Background: an optimization exercise with open tools, aiming at small area, a short achievable clock period and few clock cycles. Do not read the settings as production practice. The RTL was checked by simulation tests, not by an equivalence proof against the original design. Power and IR drop assume default switching activity.

==> inputs of 03-28 <==
==> flow/design.v <==
module prog_mem_store (
  input  logic [127:0][15:0] q,
  input  logic               keep,
  input  logic [127:0]       we,
  input  logic [15:0]        d,
  output logic [127:0][15:0] nxt
);
  for (genvar r = 0; r < 128; r++) begin : g_row
    assign nxt[r] = (q[r] & {16{keep}}) | (d & {16{we[r]}});
  end
endmodule
module prog_mem_rsel (
  input  logic [7:0]   lo_n,
  input  logic [15:0]  hi_n,
  output logic [127:0] sel
);
  for (genvar r = 0; r < 128; r++) begin : g_sel
    assign sel[r] = !(lo_n[r % 8] || hi_n[r / 8]);
  end
endmodule
module prog_mem_rcol (
  input  logic [127:0] bits,
  input  logic [127:0] sel,
  output logic         y
);
  assign y = |(bits & sel);
endmodule
module prog_mem (
  input  logic        clk,
  input  logic        reset,
  input  logic        ld_start,
  input  logic        ld_valid,
  input  logic [15:0] ld_data,
  input  logic        ld_last,
  output logic        ld_ready,
  input  logic [6:0]  cpu_addr,
  output logic [15:0] cpu_data,
  output logic        cpu_reset,
  output logic        loaded,
  output logic        err,
  output logic [6:0]  wr_ptr
);
  logic       loading_q;
  logic       loaded_q;
  logic       err_q;
  logic [6:0] wr_ptr_q;
  logic       take;
  logic       done;
  logic [127:0][15:0] mem_q;
  logic [127:0][15:0] mem_d;
  logic [127:0]       wsel;
  logic [127:0]       rsel;
  logic [7:0]         rlo_n;   
  logic [15:0]        rhi_n;   
  assign take = loading_q && ld_valid && !ld_start;
  assign done = ld_last || (wr_ptr_q == 7'd127);
  always_ff @(posedge clk or posedge reset) begin
    if (reset) begin
      loading_q <= 1'b0;
      loaded_q  <= 1'b0;
      err_q     <= 1'b0;
      wr_ptr_q  <= 7'd0;
    end else if (ld_start) begin
      loading_q <= 1'b1;
      loaded_q  <= 1'b0;
      err_q     <= 1'b0;
      wr_ptr_q  <= 7'd0;
    end else if (take) begin
      wr_ptr_q <= wr_ptr_q + 7'd1;
      if (done) begin
        loading_q <= 1'b0;
        loaded_q  <= 1'b1;
        err_q     <= !ld_last;
      end
    end
  end
  for (genvar r = 0; r < 128; r++) begin : g_wsel
    assign wsel[r] = take && (wr_ptr_q == 7'(r));
  end
  for (genvar i = 0; i < 8; i++) begin : g_rlo
    assign rlo_n[i] = cpu_addr[2:0] != 3'(i);
  end
  for (genvar i = 0; i < 16; i++) begin : g_rhi
    assign rhi_n[i] = !loaded_q || (cpu_addr[6:3] != 4'(i));
  end
  prog_mem_store u_store (.q(mem_q), .keep(!ld_start), .we(wsel), .d(ld_data), .nxt(mem_d));
  always_ff @(posedge clk) begin
    mem_q <= mem_d;
  end
  prog_mem_rsel u_rsel (.lo_n(rlo_n), .hi_n(rhi_n), .sel(rsel));
  for (genvar b = 0; b < 16; b++) begin : g_col
    logic [127:0] bits;
    for (genvar r = 0; r < 128; r++) begin : g_bit
      assign bits[r] = mem_q[r][b];
    end
    prog_mem_rcol u_rcol (.bits(bits), .sel(rsel), .y(cpu_data[b]));
  end
  assign ld_ready  = loading_q && !ld_start;
  assign cpu_reset = !loaded_q;
  assign loaded    = loaded_q;
  assign err       = err_q;
  assign wr_ptr    = wr_ptr_q;
endmodule
==> flow/flow/run.sh <==
#!/bin/bash
# Own flow: the standard layout, with one change to synthesis (flow/map_cells.tcl inserted into
# synth_recipe.tcl after ORFS's synthesis): the RTL's gate-level blocks become the standard-cell
# netlists of flow/cells.v. Everything else, including the registers and their names, is the
# standard flow. The whole flow's output goes to own_flow.log; ORFS's per-step logs to orfs/logs.
set -euo pipefail
W=$PWD
sed -e "s#@FLOW@#$W/flow#g" "$W/flow/map_cells.tcl" > "$W/map_cells.tcl"
sed -e "/^source .*synth.tcl/r $W/map_cells.tcl" "$W/synth_recipe.tcl" > "$W/own_synth.tcl"
grep -q "cells.v" "$W/own_synth.tcl"
sed -e "s#$W/synth_recipe.tcl#$W/own_synth.tcl#g" "$W/standard.sh" > "$W/own_standard.sh"
grep -q own_synth.tcl "$W/own_standard.sh"
bash "$W/own_standard.sh" > "$W/own_flow.log" 2>&1
==> flow/flow/cells.v <==
// Standard-cell netlists of the RTL's gate-level blocks, read by map_cells.tcl in place of the
// RTL modules of the same names and ports (the layout is proved equivalent to the RTL).

// Next state of each stored bit: (q & keep) | (d & we), one a22o per bit.
module prog_mem_store (
  input  [2047:0] q,
  input           keep,
  input  [127:0]  we,
  input  [15:0]   d,
  output [2047:0] nxt
);
  genvar r, b;
  generate
    for (r = 0; r < 128; r = r + 1) begin : g_row
      for (b = 0; b < 16; b = b + 1) begin : g_bit
        sky130_fd_sc_hd__a22o_1 u_nxt (
          .A1(q[16*r+b]), .A2(keep), .B1(d[b]), .B2(we[r]), .X(nxt[16*r+b])
        );
      end
    end
  endgenerate
endmodule

// One-hot read select: a nor2 of the two active-low predecoded address halves.
module prog_mem_rsel (
  input  [7:0]   lo_n,
  input  [15:0]  hi_n,
  output [127:0] sel
);
  genvar r;
  generate
    for (r = 0; r < 128; r = r + 1) begin : g_sel
      sky130_fd_sc_hd__nor2_1 u_sel (.A(lo_n[r % 8]), .B(hi_n[r / 8]), .Y(sel[r]));
    end
  endgenerate
endmodule

// One output bit: 64 a22oi (two selected bits each, inverted), then a tree of two-input gates
// (nand2, nor2, nand2, nor2, nand2) and a final or2.
module prog_mem_rcol (
  input  [127:0] bits,
  input  [127:0] sel,
  output         y
);
  wire [63:0] l1_n;  // inverted OR of 2 bits
  wire [31:0] l2;    // OR of 4
  wire [15:0] l3_n;  // inverted OR of 8
  wire [7:0]  l4;    // OR of 16
  wire [3:0]  l5_n;  // inverted OR of 32
  wire [1:0]  l6;    // OR of 64
  genvar g;
  generate
    for (g = 0; g < 64; g = g + 1) begin : g_l1
      sky130_fd_sc_hd__a22oi_1 u (
        .A1(bits[2*g]), .A2(sel[2*g]), .B1(bits[2*g+1]), .B2(sel[2*g+1]), .Y(l1_n[g])
      );
    end
    for (g = 0; g < 32; g = g + 1) begin : g_l2
      sky130_fd_sc_hd__nand2_1 u (.A(l1_n[2*g]), .B(l1_n[2*g+1]), .Y(l2[g]));
    end
    for (g = 0; g < 16; g = g + 1) begin : g_l3
      sky130_fd_sc_hd__nor2_1 u (.A(l2[2*g]), .B(l2[2*g+1]), .Y(l3_n[g]));
    end
    for (g = 0; g < 8; g = g + 1) begin : g_l4
      sky130_fd_sc_hd__nand2_1 u (.A(l3_n[2*g]), .B(l3_n[2*g+1]), .Y(l4[g]));
    end
    for (g = 0; g < 4; g = g + 1) begin : g_l5
      sky130_fd_sc_hd__nor2_2 u (.A(l4[2*g]), .B(l4[2*g+1]), .Y(l5_n[g]));
    end
    for (g = 0; g < 2; g = g + 1) begin : g_l6
      sky130_fd_sc_hd__nand2_2 u (.A(l5_n[2*g]), .B(l5_n[2*g+1]), .Y(l6[g]));
    end
  endgenerate
  sky130_fd_sc_hd__or2_2 u_out (.A(l6[0]), .B(l6[1]), .X(y));
endmodule
==> flow/flow/map_cells.tcl <==
# Own-flow addition to synth_recipe.tcl, run after ORFS's synthesis and before flattening: the
# RTL's gate-level blocks (ABC's mapping of them) are replaced by the standard-cell netlists in
# flow/cells.v, which have the same module names and ports. Registers are untouched.
delete prog_mem_store prog_mem_rsel prog_mem_rcol
read_verilog @FLOW@/cells.v
hierarchy -top prog_mem
==> flow/standard.sh <==
#!/bin/bash
# synth_recipe.tcl (not shown) runs the flow's synth.tcl, then flattens the netlist and writes it again
# the make line also repeats each setting of config.mk as NAME=value (left out here)
make -C /OpenROAD-flow-scripts/flow DESIGN_CONFIG=/design/flow/config.mk WORK_HOME=/design/flow/orfs CLKGATE_MAP_FILE= SYNTH_SCRIPT=/design/flow/synth_recipe.tcl "${@:-finish}"
==> flow/config.mk <==
export PLATFORM = sky130hd
export DESIGN_NAME = prog_mem
export DESIGN_NICKNAME = prog_mem
export VERILOG_FILES = /design/flow/design.v
export SDC_FILE = /design/flow/constraint.sdc
export NUM_CORES = 4
export LEC_CHECK = 0
export ABC_AREA = 1
export ABC_CLOCK_PERIOD_IN_PS = 5000
export CAP_MARGIN = 10
export CORE_MARGIN = 2
export CORE_UTILIZATION = 60
export CTS_BUF_LIST = sky130_fd_sc_hd__clkbuf_16
export CTS_CLUSTER_DIAMETER = 100
export CTS_CLUSTER_SIZE = 25
export SETUP_SLACK_MARGIN = 2.5
export SLEW_MARGIN = 10
export SYNTH_HIERARCHICAL = 1
==> flow/constraint.sdc <==
create_clock -name core_clock -period 8.0 [get_ports {clk}]
set_input_delay 1.6000 -clock core_clock [delete_from_list [all_inputs] [get_ports {clk}]]
set_output_delay 1.6000 -clock core_clock [all_outputs]
set_load 0.01 [all_outputs]
==> 04-01 (differences from 03-28) <==
==> flow/flow/cells.v (replaced) <==
// Standard-cell netlists of the RTL's gate-level blocks, read by map_cells.tcl in place of the
// RTL modules of the same names and ports (the layout is proved equivalent to the RTL).

// Next state of each stored bit: (q & keep) | (d & we), one a22o per bit.
module prog_mem_store (
  input  [2047:0] q,
  input           keep,
  input  [127:0]  we,
  input  [15:0]   d,
  output [2047:0] nxt
);
  genvar r, b;
  generate
    for (r = 0; r < 128; r = r + 1) begin : g_row
      for (b = 0; b < 16; b = b + 1) begin : g_bit
        sky130_fd_sc_hd__a22o_1 u_nxt (
          .A1(q[16*r+b]), .A2(keep), .B1(d[b]), .B2(we[r]), .X(nxt[16*r+b])
        );
      end
    end
  endgenerate
endmodule

// One-hot read select: a nor2 of the two active-low predecoded address halves.
module prog_mem_rsel (
  input  [7:0]   lo_n,
  input  [15:0]  hi_n,
  output [127:0] sel
);
  genvar r;
  generate
    for (r = 0; r < 128; r = r + 1) begin : g_sel
      sky130_fd_sc_hd__nor2_1 u_sel (.A(lo_n[r % 8]), .B(hi_n[r / 8]), .Y(sel[r]));
    end
  endgenerate
endmodule

// One output bit: 42 a222oi and one a22oi (three or two selected bits each, inverted), then
// nand4/nand3, nor4/nor3 and a final nand3.
module prog_mem_rcol (
  input  [127:0] bits,
  input  [127:0] sel,
  output         y
);
  wire [42:0] t_n;
  wire [10:0] u;
  wire [2:0]  v_n;
  genvar g;
  generate
    for (g = 0; g < 42; g = g + 1) begin : g_ao
      sky130_fd_sc_hd__a222oi_1 u_ao (
        .A1(bits[3*g]),   .A2(sel[3*g]),
        .B1(bits[3*g+1]), .B2(sel[3*g+1]),
        .C1(bits[3*g+2]), .C2(sel[3*g+2]),
        .Y(t_n[g])
      );
    end
    for (g = 0; g < 10; g = g + 1) begin : g_na
      sky130_fd_sc_hd__nand4_1 u_na (
        .A(t_n[4*g]), .B(t_n[4*g+1]), .C(t_n[4*g+2]), .D(t_n[4*g+3]), .Y(u[g])
      );
    end
  endgenerate
  sky130_fd_sc_hd__a22oi_1 u_ao_last (
    .A1(bits[126]), .A2(sel[126]), .B1(bits[127]), .B2(sel[127]), .Y(t_n[42])
  );
  sky130_fd_sc_hd__nand3_1 u_na_last (.A(t_n[40]), .B(t_n[41]), .C(t_n[42]), .Y(u[10]));
  sky130_fd_sc_hd__nor4_1 u_no0 (.A(u[0]), .B(u[1]), .C(u[2]), .D(u[3]), .Y(v_n[0]));
  sky130_fd_sc_hd__nor4_1 u_no1 (.A(u[4]), .B(u[5]), .C(u[6]), .D(u[7]), .Y(v_n[1]));
  sky130_fd_sc_hd__nor3_1 u_no2 (.A(u[8]), .B(u[9]), .C(u[10]), .Y(v_n[2]));
  sky130_fd_sc_hd__nand3_1 u_out (.A(v_n[0]), .B(v_n[1]), .C(v_n[2]), .Y(y));
endmodule
CAP_MARGIN = 20   (was 10)
CTS_BUF_LIST = default   (was sky130_fd_sc_hd__clkbuf_16)
CTS_CLUSTER_DIAMETER = default   (was 100)
CTS_CLUSTER_SIZE = default   (was 25)
SETUP_SLACK_MARGIN = 4.0   (was 2.5)
SLEW_MARGIN = 20   (was 10)
==> summary of the runs <==
- Between 03-28 and 04-01, the lower power is in 03-28 (gap 21%, measured against 04-01).
- First-iteration DRC count: 03-28 is smaller than 04-01 (24%).
- Sequential share of layout area: 04-01 is higher than 03-28 (0.096 points).
- Of 04-01 and 03-28, 03-28 has the higher die area (gap 4.7%, measured against 03-28).
- 04-01 completed with no timing, DRC or antenna violations. 03-28 completed with no timing, DRC or antenna violations.
- Against 03-28, the clock power of 04-01 is higher by 78%.
Testbench counts of 03-28, summed over its fixed seeds: cycles 16,575.
Testbench counts of 04-01, summed over its fixed seeds: cycles 16,575.

==> separate check: timing with driven ports <==
How much do the figures lean on ideal ports? The routed layouts below were timed once more, with nothing changed but the port constraints.
Step 1 assumes that a clkbuf_16 drives the clock port and a buf_2 every other input.
Step 2 moves the port delays by t, midway between the first and last clock arrival at a register: inputs arrive t later, outputs are due t later. That takes back most of the time a late clock gives input paths.
Slacks: ideal / step 1 / step 2; pairs: ideal / step 1.
run	t (ns)	setup WS [ns]	worst setup path after step 2
03-28	0.803	2.436 / 2.321 / 2.321	input to output
04-01	0.901	1.745 / 1.679 / 1.679	input to output
After both steps setup and hold are still met in every run listed. The setup slack of 03-28, which loses most, moves by -0.115 ns with the drivers and by -0.115 ns with both steps.
